Background: an optimization exercise with open tools, aiming at small area, a short achievable clock period and few clock cycles. Do not read the settings as production practice.
Only simulation tests tie the RTL to the original design; equivalence was not proved.
Power figures rest on the tool's default switching activity, not on a simulated workload.

## mips_mc_core
module mips_mc_core #(
  parameter logic [31:0] RESET_PC = 32'h0000_3000,
  parameter int          ADDR_W   = 12
) (
  input  logic              clk,
  input  logic              reset,
  output logic              mem_req,
  output logic              mem_we,
  output logic [ADDR_W-1:0] mem_addr,
  output logic [31:0]       mem_wdata,
  input  logic [31:0]       mem_rdata,
  input  logic              mem_ack,
  output logic [31:0]       pc_o,
  output logic              retire,
  output logic              illegal
);
  localparam int AW = ADDR_W - 2;   
  logic [31:0]   pc_reg, ir_reg, a_reg, b_reg, wdata_reg;
  logic          xv_reg, retire_reg, illegal_reg;
  logic [AW-1:0] addr_reg, fa_reg;
  logic          req_reg, we_reg, kill_reg, fa_req;
  logic          m_valid, m_lw;
  logic [4:0]    m_wa;
  logic       c_sub, c_sum, c_and, c_or, c_slt, c_sll, c_link, c_ars, c_brt;
  logic       c_we, c_lw, c_sw, c_br, c_bne, c_jr, c_jmp, c_legal;
  logic [4:0] c_wa;
  ...
For scale: roughly 5000 cells after synthesis, ~61000 sq um of cells after synthesis.
clock: 8.0 ns
lec_check: 0
cap_margin: 20
cell_pad_in_sites_detail_placement: 1
cell_pad_in_sites_global_placement: 2
core_margin: 2
core_utilization: 40
gpl_routability_driven: 1
setup_slack_margin: 4.0
slew_margin: 20
standard.sh (not shown) runs the stock make flow with config.mk's settings and CLKGATE_MAP_FILE= SYNTH_SCRIPT=/design/flow/synth_recipe.tcl, a recipe that flattens the netlist after the stock synthesis.
==> flow/flow/run.sh <==
#!/bin/bash
# Own layout flow: the standard ORFS flow (standard.sh, unchanged
# synthesis, floorplan, power grid and taps), with two make settings:
#  - the port buffers are buf_4 cells rather than the flow's default pick;
#  - timing repair may resize a cell to one of another footprint.
set -euo pipefail
here=$(pwd)
bash "$here/standard.sh" \
  "BUFFER_PORTS_ARGS=-buffer_cell sky130_fd_sc_hd__buf_4" \
  MATCH_CELL_FOOTPRINT=0 \
  finish > "$here/standard.log" 2>&1
The baseline went through all stages and came out clean.
Testbench counts at the start, summed over its fixed seeds: cycles 10,011.
Change:
--- a/flow/config.mk
+++ b/flow/config.mk
@@ -10,5 +10,7 @@
 export CELL_PAD_IN_SITES_GLOBAL_PLACEMENT = 2
 export CORE_MARGIN = 2
-export CORE_UTILIZATION = 40
+export CORE_UTILIZATION = 48
+export CTS_CLUSTER_DIAMETER = 60
+export CTS_CLUSTER_SIZE = 26
 export GPL_ROUTABILITY_DRIVEN = 1
 export SETUP_SLACK_MARGIN = 4.0
What happened:
- first-iteration DRC count increases by 26%
- routed wire length decreases by 4.1%
- clock power is lower by 14%
- setup slack degrades by 61 ps
- core utilization grows by 9.0 points
Change:
==> flow/run.sh (new file) <==
#!/bin/bash
# synth_recipe.tcl (not shown) runs the flow's synth.tcl, then flattens the netlist and writes it again
# the make line also repeats each setting of config.mk as NAME=value (left out here)
make -C /OpenROAD-flow-scripts/flow DESIGN_CONFIG=/design/flow/config.mk WORK_HOME=/design/flow/orfs CLKGATE_MAP_FILE= SYNTH_SCRIPT=/design/flow/synth_recipe.tcl finish
==> flow/config.mk (replaced) <==
export PLATFORM = sky130hd
export DESIGN_NAME = mips_mc_core
export DESIGN_NICKNAME = mips_mc_core
export VERILOG_FILES = /design/flow/design.v
export SDC_FILE = /design/flow/constraint.sdc
export NUM_CORES = 4
export LEC_CHECK = 0
export CAP_MARGIN = 20
export CELL_PAD_IN_SITES_DETAIL_PLACEMENT = 0
export CELL_PAD_IN_SITES_GLOBAL_PLACEMENT = 1
export CORE_MARGIN = 2
export CORE_UTILIZATION = 40
export GPL_ROUTABILITY_DRIVEN = 1
export SETUP_SLACK_MARGIN = 4.0
export SLEW_MARGIN = 20
removed: flow/flow/run.sh
removed: flow/standard.sh
Die area increases by 20%.
Via count decreases by 3.3%.
Worst hold slack loses 17 ps.
Total power decreases by 0.48%.
Worst setup slack gains 78 ps.
Global-route usage decreases by 8.7 points.
Fmax increases by 1.9%.
Wire length decreases by 0.52%.
Clock skew decreases by 18 ps.
Change:
==> flow/flow/run.sh (new file) <==
#!/bin/bash
# Own layout flow: the standard ORFS flow (standard.sh, unchanged
# synthesis, floorplan, power grid and taps), with two make settings:
#  - the port buffers are buf_4 cells rather than the flow's default pick;
#  - timing repair may resize a cell to one of another footprint.
set -euo pipefail
here=$(pwd)
bash "$here/standard.sh" \
  "BUFFER_PORTS_ARGS=-buffer_cell sky130_fd_sc_hd__buf_4" \
  MATCH_CELL_FOOTPRINT=0 \
  finish > "$here/standard.log" 2>&1
==> flow/standard.sh (new file) <==
#!/bin/bash
# synth_recipe.tcl (not shown) runs the flow's synth.tcl, then flattens the netlist and writes it again
# the make line also repeats each setting of config.mk as NAME=value (left out here)
make -C /OpenROAD-flow-scripts/flow DESIGN_CONFIG=/design/flow/config.mk WORK_HOME=/design/flow/orfs CLKGATE_MAP_FILE= SYNTH_SCRIPT=/design/flow/synth_recipe.tcl "${@:-finish}"
--- a/flow/config.mk
+++ b/flow/config.mk
@@ -7,8 +7,10 @@
 export LEC_CHECK = 0
 export CAP_MARGIN = 20
-export CELL_PAD_IN_SITES_DETAIL_PLACEMENT = 0
-export CELL_PAD_IN_SITES_GLOBAL_PLACEMENT = 1
+export CELL_PAD_IN_SITES_DETAIL_PLACEMENT = 1
+export CELL_PAD_IN_SITES_GLOBAL_PLACEMENT = 2
 export CORE_MARGIN = 2
-export CORE_UTILIZATION = 40
+export CORE_UTILIZATION = 45
+export CTS_CLUSTER_DIAMETER = 60
+export CTS_CLUSTER_SIZE = 26
 export GPL_ROUTABILITY_DRIVEN = 1
 export SETUP_SLACK_MARGIN = 4.0
removed: flow/run.sh
After rerunning:
- The changed run produced a clean layout
- setup slack degrades by 36 ps
- first-iteration DRC count decreases slightly
- design area came out lower by a few percent
- wire length goes down slightly
- sequential share of layout area rose by 1.5 points
- utilization rises by 4.4 points
- critical path depth goes down by 1
- maximum frequency goes down slightly
Change:
==> flow/run.sh (new file) <==
#!/bin/bash
# synth_recipe.tcl (not shown) runs the flow's synth.tcl, then flattens the netlist and writes it again
# the make line also repeats each setting of config.mk as NAME=value (left out here)
make -C /OpenROAD-flow-scripts/flow DESIGN_CONFIG=/design/flow/config.mk WORK_HOME=/design/flow/orfs CLKGATE_MAP_FILE= SYNTH_SCRIPT=/design/flow/synth_recipe.tcl finish
--- a/flow/config.mk
+++ b/flow/config.mk
@@ -10,7 +10,5 @@
 export CELL_PAD_IN_SITES_GLOBAL_PLACEMENT = 2
 export CORE_MARGIN = 2
-export CORE_UTILIZATION = 45
-export CTS_CLUSTER_DIAMETER = 60
-export CTS_CLUSTER_SIZE = 26
+export CORE_UTILIZATION = 40
 export GPL_ROUTABILITY_DRIVEN = 1
 export SETUP_SLACK_MARGIN = 4.0
removed: flow/flow/run.sh
removed: flow/standard.sh
After rerunning: The new run passed the timing, design-rule and antenna checks. Routed wire length rises by a few percent. Die area rises by roughly a tenth. Core utilization falls by 5.0 points. Clock skew falls by 30 ps. Fmax falls by a few percent. Combinational power rises by a few percent. Synthesized area is unchanged. Final cell count rises by a few percent. Clock-buffer cell count rises by 53. Sequential cell count stays the same.

[what the ideal ports hide]
Ports are ideal in the flow. The routed layouts listed here were re-timed in OpenROAD.
Step 1, drivers: a clkbuf_16 drives clk and a buf_2 each remaining input, both assumed.
Step 2 times the ports against the registers' clock, not the clock port: input delays grow and output delays shrink by t, the midpoint of the rising clock arrivals with the driver on.
a / b / c = ideal ports / drivers / drivers and shift; a / b = the first two.
run | t (ns) | setup slack, ns | worst slew at a driven data input, ns | cell pins on the clock port's net
the first run | 0.896 | 3.902 / 3.869 / 2.973 | 0.13 | 1
the second run | 0.881 | 3.841 / 3.841 / 3.020 | 0.12 | 1
the third run | 0.887 | 3.919 / 3.985 / 3.098 | 0.04 | 1
the fourth run | 0.858 | 3.883 / 3.907 / 3.049 | 0.12 | 1
the fifth run | 0.887 | 3.757 / 3.829 / 2.942 | 0.11 | 1
After both steps setup and hold are still met in every run listed. The setup slack of the first run, which loses most, moves by -0.033 ns with the drivers and by -0.929 ns with both steps.
